Source: an optimization exercise on an open RTL-to-GDS flow (aim: small area). Production flows keep margins and buffers that such runs may drop. The RTL was checked by simulation tests, not by an equivalence proof against the original design. Power figures rest on the tool's default switching activity, not on a simulated workload.

$ cat design/flow/run.sh
#!/bin/bash
# synth_recipe.tcl (not shown) runs the flow's synth.tcl, then flattens the netlist and writes it again
# the make line also repeats each setting of config.mk as NAME=value (left out here)
make -C /OpenROAD-flow-scripts/flow DESIGN_CONFIG=/design/flow/config.mk WORK_HOME=/design/flow/orfs CLKGATE_MAP_FILE= SYNTH_SCRIPT=/design/flow/synth_recipe.tcl finish
$ cat design/flow/constraint.sdc
create_clock -name core_clock -period 8.0 [get_ports {clk}]
set_input_delay 1.6000 -clock core_clock [delete_from_list [all_inputs] [get_ports {clk}]]
set_output_delay 1.6000 -clock core_clock [all_outputs]
set_load 0.01 [all_outputs]
$ cat design/flow/design.v
package rv_regfile_pkg;
  localparam int XLEN_DEF  = 32;
  localparam int NREGS_DEF = 32;
  localparam int ZERO_REG  = 0;
  function automatic int cnt_w(input int n);
    cnt_w = $clog2(n + 1);
  endfunction
endpackage
module rv_scoreboard
#(
  parameter int  NREGS = rv_regfile_pkg::NREGS_DEF,
  localparam int AW    = $clog2(NREGS),
  localparam int CW    = rv_regfile_pkg::cnt_w(NREGS)
) (
  input  logic             clk,
  input  logic             rst,
  input  logic             claim_valid_i,
  input  logic [AW-1:0]    claim_addr_i,
  input  logic             wb_valid_i,
  input  logic [AW-1:0]    wb_addr_i,
  output logic             claim_ready_o,
  output logic [NREGS-1:0] busy_o,
  output logic [CW-1:0]    pending_cnt_o
);
  logic [NREGS-1:0] busy_q, busy_d;
  logic [NREGS-1:0] set_vec, clr_vec;
  logic [CW-1:0]    cnt_q, cnt_d;
  logic             wb_fire, claim_busy, claim_fire, inc, dec;
  assign wb_fire = wb_valid_i && (wb_addr_i != AW'(rv_regfile_pkg::ZERO_REG));
  assign claim_busy = busy_q[claim_addr_i];
  assign claim_ready_o = claim_valid_i && !claim_busy;
  assign claim_fire    = claim_ready_o && (claim_addr_i != AW'(rv_regfile_pkg::ZERO_REG));
  always_comb begin
    set_vec = '0;
    clr_vec = '0;
    if (claim_fire) set_vec[claim_addr_i] = 1'b1;
    if (wb_fire)    clr_vec[wb_addr_i]    = 1'b1;
    busy_d = (busy_q & ~clr_vec) | set_vec;
  end
  assign inc   = claim_fire && !busy_q[claim_addr_i];
  assign dec   = wb_fire && busy_q[wb_addr_i] && !(claim_fire && (claim_addr_i == wb_addr_i));
  assign cnt_d = cnt_q + CW'(inc) - CW'(dec);
  always_ff @(posedge clk or posedge rst) begin
    if (rst) begin
      busy_q <= '0;
      cnt_q  <= '0;
    end else begin
      busy_q <= busy_d;
      cnt_q  <= cnt_d;
    end
  end
  assign busy_o        = busy_q;
  assign pending_cnt_o = cnt_q;
endmodule
module rv_regfile_mp
#(
  parameter int  XLEN  = rv_regfile_pkg::XLEN_DEF,
  parameter int  NREGS = rv_regfile_pkg::NREGS_DEF,
  parameter int  NRD   = 2,
  localparam int AW    = $clog2(NREGS),
  localparam int CW    = rv_regfile_pkg::cnt_w(NREGS)
) (
  input  logic                clk,
  input  logic                rst,
  input  logic [NRD*AW-1:0]   rd_addr_i,
  output logic [NRD*XLEN-1:0] rd_data_o,
  output logic [NRD-1:0]      rd_busy_o,
  input  logic                claim_valid_i,
  input  logic [AW-1:0]       claim_addr_i,
  output logic                claim_ready_o,
  input  logic                wb_valid_i,
  input  logic [AW-1:0]       wb_addr_i,
  input  logic [XLEN-1:0]     wb_data_i,
  output logic [CW-1:0]       pending_cnt_o
);
  logic [XLEN-1:0]  regs_q [NREGS];
  logic [NREGS-1:0] busy;
  logic             wb_fire;
  assign wb_fire = wb_valid_i && (wb_addr_i != AW'(rv_regfile_pkg::ZERO_REG));
  rv_scoreboard #(
    .NREGS(NREGS)
  ) u_scoreboard (
    .clk           (clk),
    .rst           (rst),
    .claim_valid_i (claim_valid_i),
    .claim_addr_i  (claim_addr_i),
    .wb_valid_i    (wb_valid_i),
    .wb_addr_i     (wb_addr_i),
    .claim_ready_o (claim_ready_o),
    .busy_o        (busy),
    .pending_cnt_o (pending_cnt_o)
  );
  always_ff @(posedge clk or posedge rst) begin
    if (rst) begin
      for (int r = 0; r < NREGS; r++) regs_q[r] <= '0;
    end else if (wb_fire) begin
      regs_q[wb_addr_i] <= wb_data_i;
    end
  end
  for (genvar i = 0; i < NRD; i++) begin : g_rd
    logic [AW-1:0] ra;
    logic          hit;
    assign ra = rd_addr_i[i*AW +: AW];
    assign hit = 1'b0;
    assign rd_data_o[i*XLEN +: XLEN] = hit ? wb_data_i : regs_q[ra];
    assign rd_busy_o[i]              = !hit && busy[ra];
  end
endmodule
$ cat design/flow/config.mk
export PLATFORM = sky130hd
export DESIGN_NAME = rv_regfile_mp
export DESIGN_NICKNAME = rv_regfile_mp
export VERILOG_FILES = /design/flow/design.v
export SDC_FILE = /design/flow/constraint.sdc
export NUM_CORES = 4
export LEC_CHECK = 0
export CAP_MARGIN = 20
export CORE_MARGIN = 2
export CORE_UTILIZATION = 45
export SLEW_MARGIN = 20
==> results.sh <==
export IMPL_start_util_pct=45.38
export IMPL_cpMaxStageDelayCell="nand3b_1"
export IMPL_worst_ep_arrival_time_ns=5.81
export IMPL_drv_cap=0
export IMPL_drv_slew=0
export IMPL_clock_skew_ns=0.01071
export IMPL_slowest_delay_ns=0.76
export IMPL_wl_per_cell_um=42.34
export IMPL_clk_insertion_delay_late_ns=0.76
export IMPL_syn_avg_cell_area_um2=11.66
export IMPL_grt_max_degree=144
export IMPL_hold_viol=0
export IMPL_numPortBuffers=128
export IMPL_critPathBufInv=3
export IMPL_drc_errors=0
export IMPL_slew_headroom_pct=12.66
export IMPL_n_fill_cell=10390
export IMPL_cp_start_kind="input port"
export IMPL_core_area_mm2=0.1182
export IMPL_grt_total_usage_pct=42.46
export IMPL_die_h_um=349.3
export IMPL_ys_ff_latch=1062
export IMPL_drive_gt1_share_pct=33.60
export IMPL_area_growth_pct=14.19
export IMPL_worstPathRequired_ns=6.40
export IMPL_seq_area_frac_synth_pct=49.53
export IMPL_syn_area_mm2=0.05366
export IMPL_p_leak_nw=26.82
export IMPL_cts_buffers=114
export IMPL_fp_dieW_um=349.3
export IMPL_synth_edff_count=0
export IMPL_cts_resized=0
export IMPL_fmax_ghz=0.1350
export IMPL_min_period_over_period_pct=92.58
export IMPL_utilization_pct=51.82
export IMPL_grt_pass1_vias=45035
export IMPL_synth_distinct_cells=67
export IMPL_most_common_layout_cells="dfrtp_1 (1,062), mux2_2 (998), a22oi_1 (816), nand2_1 (253), buf_4 (205)"
export IMPL_fin_tns_setup_ns=0
export IMPL_clock_sinks=1062
export IMPL_critical_path_top_delay_family="buffers and inverters"
export IMPL_htree_levels=3
export IMPL_grt_pass1_wl_um=362900
export IMPL_setup_viol=0
export IMPL_rows=126
export IMPL_worst_pin_slew_ns=1.310
export IMPL_hpwl_um=161100
export IMPL_postCtsSetupRepairBufs=0
export IMPL_root_buffer="clkbuf_16"
export IMPL_final_common_cell="dfrtp_1"
export IMPL_wl_um=264000
export IMPL_layout_nets=4670
export IMPL_critPathMaxFanout=26
export IMPL_syn_inst=4601
export IMPL_grt_ovfl_total=0
export IMPL_ir_worst_vdd_v=0.0002246
export IMPL_rsz0062_at_grt="no"
export IMPL_place_gp_congestion=1.001
export IMPL_cts_path_max_buffers=3
export IMPL_die_area_mm2=0.1220
export IMPL_outcome="complete, no violations"
export IMPL_fin_crit_ns=7.406
export IMPL_ant_nets=0
export IMPL_io_pins=129
export IMPL_cts_tree="done"
export IMPL_end_kind="output pin"
export IMPL_vias=47664
export IMPL_synth_nets=4675
export IMPL_antenna_found_initial=12
export IMPL_min_path_type="register to register"
export IMPL_routed_via_density=7.645
export IMPL_hold_buffers=0
export IMPL_synth_flop_cell="dfrtp_1"
export IMPL_ys_warn_count=3
export IMPL_async_flop_share_pct=100.0
export IMPL_crit_chain="buf_2 > nand3b_1 > nor2_4 > buf_4 > a22oi_1 > nand4_1 > nor3_1 > a21oi_1 > clkdlybuf4s50_1"
export IMPL_drtPass1Iterations=10
export IMPL_clk_pin_slew_ns=0.06
export IMPL_drt_iter0_drc=10110
export IMPL_critPathKind="input port to output pin"
export IMPL_power_density_mw_per_mm2=255.4
cell usage after synthesis (all sizes together), types with 3 or more instances:
cell type / count / area (µm²)
dfrtp: 1062 / 26580
a22o: 34 / 297.8
xor2: 3 / 26.28
mux4: 36 / 810.8
clkbuf: 234 / 878.3
or2: 3 / 18.77
nor4: 32 / 200.2
a222oi: 26 / 260.3
a31oi: 13 / 81.33
nor2b: 19 / 118.9
o21ai: 93 / 476.7
and4: 13 / 113.9
nand4: 103 / 644.4
a221oi: 31 / 271.5
a2bb2oi: 5 / 43.79
nand3: 70 / 350.3
nor3: 63 / 320.3
or4: 4 / 30.03
a32oi: 10 / 87.58
and2: 6 / 37.53
and3: 13 / 81.33
o22ai: 6 / 43.79
nor2: 153 / 581.8
a22oi: 816 / 6126
nand2: 272 / 1023
ha: 17 / 212.7
or3: 8 / 50.05
o31ai: 3 / 22.52
buf: 239 / 1116
inv: 21 / 78.83
xnor2: 8 / 70.07
a2111oi: 8 / 70.07
or3b: 4 / 35.04
nand4b: 5 / 43.79
nand2b: 16 / 100.1
o32a: 17 / 170.2
a211oi: 5 / 37.54
a21oi: 80 / 400.4
nor3b: 5 / 37.54
mux2i: 19 / 190.2
nand3b: 8 / 60.06
mux2: 998 / 11240
cell families after synthesis:
logic type	synth area share, %
buffers and inverters	3.864
AO/OA/AOI/OAI	15.94
multiplexers	22.81
XOR/XNOR	0.1796
flip-flops	49.53
AND/OR/NAND/NOR	7.247
adder cells (fa/ha/maj)	0.4337
routing by layer:
| metal | track usage [%] | vias up | wire length [µm] |
|---|---|---|---|
| li1 | - | 17564 | - |
| met1 | 54.67 | 23859 | 95700 |
| met2 | 58.27 | 4762 | 105100 |
| met3 | 18.70 | 1461 | 41360 |
| met4 | 25.84 | 18 | 21460 |
| met5 | 1.413 | - | 390 |
through the flow:
stage          hold slack (ns)  total power [W]  instances  area (µm²)  setup slack (ns)
2_1_floorplan           0.4514         0.008810       4601       53660            -8.245
3_3_place_gp            0.3883         0.009902       6013       57320            0.8758
3_5_place_dp            0.3900         0.009967       6014       57340            0.9094
4_1_cts                 0.4052          0.01550       6221       61240            0.8924
5_1_grt                 0.4114          0.01608       6228       61260            0.7335
6_report                0.4039          0.01565       6235       61270            0.5935
flip-flops by register name, summed over array words and instances, names as in the netlist:
name	cells
u_scoreboard.cnt_q	6
u_scoreboard.busy_q	32
regs_q	1024
where the power goes:
group / total (W) / internal, W / switching, W
Clock: 0.00562 / 0.00325 / 0.00237
Combinational: 0.00249 / 0.00130 / 0.00119
Sequential: 0.00753 / 0.00642 / 0.00111
area by class of cell:
type	count	area, µm²	share of cell area, %
sequential	1062	26580	43.37
inverter	21	82.58	0.1348
timing repair buffer	352	3102	5.062
tap	1536	1922	3.136
clock inverter	39	504.2	0.8229
clock buffer	168	3398	5.546
antenna	12	30.03	0.04901
multi-input combinational	3045	25660	41.88
final timing paths:
path                       depth (start not counted)  slack (ns)                     end                     from
max in group asynchronous                          4        5.05           regs_q[4][17]                      rst
min in group asynchronous                          2        1.24  u_scoreboard.busy_q[8]                      rst
min reg2reg                                        0        0.40           regs_q[0][18]            regs_q[0][18]
max                                                9        0.59            rd_data_o[2]             rd_addr_i[2]
min                                                0        0.40           regs_q[0][18]            regs_q[0][18]
max reg2reg                                       11        4.83   u_scoreboard.cnt_q[4]  u_scoreboard.busy_q[20]

-- separate check: timing with driven ports --
How much do the figures lean on ideal ports? The routed layout below was timed once more, with nothing changed but the port constraints.
Step 1, drivers: a clkbuf_16 drives clk and a buf_2 each remaining input, both assumed.
Step 2 times the ports against the registers' clock, not the clock port: input delays grow and output delays shrink by t, the midpoint of the rising clock arrivals with the driver on.
a / b / c = ideal ports / drivers / drivers and shift; a / b = the first two.
shift t [ns]: 0.825
setup WS [ns]: 0.594 / 0.464 / 0.464
latest minus earliest clock arrival (ns): 0.038 / 0.038
worst register clock-pin slew, ns: 0.07 / 0.07
After both steps setup and hold are still met in this run. For this run, drivers alone change the setup slack by -0.130 ns; drivers and shift together by -0.130 ns.
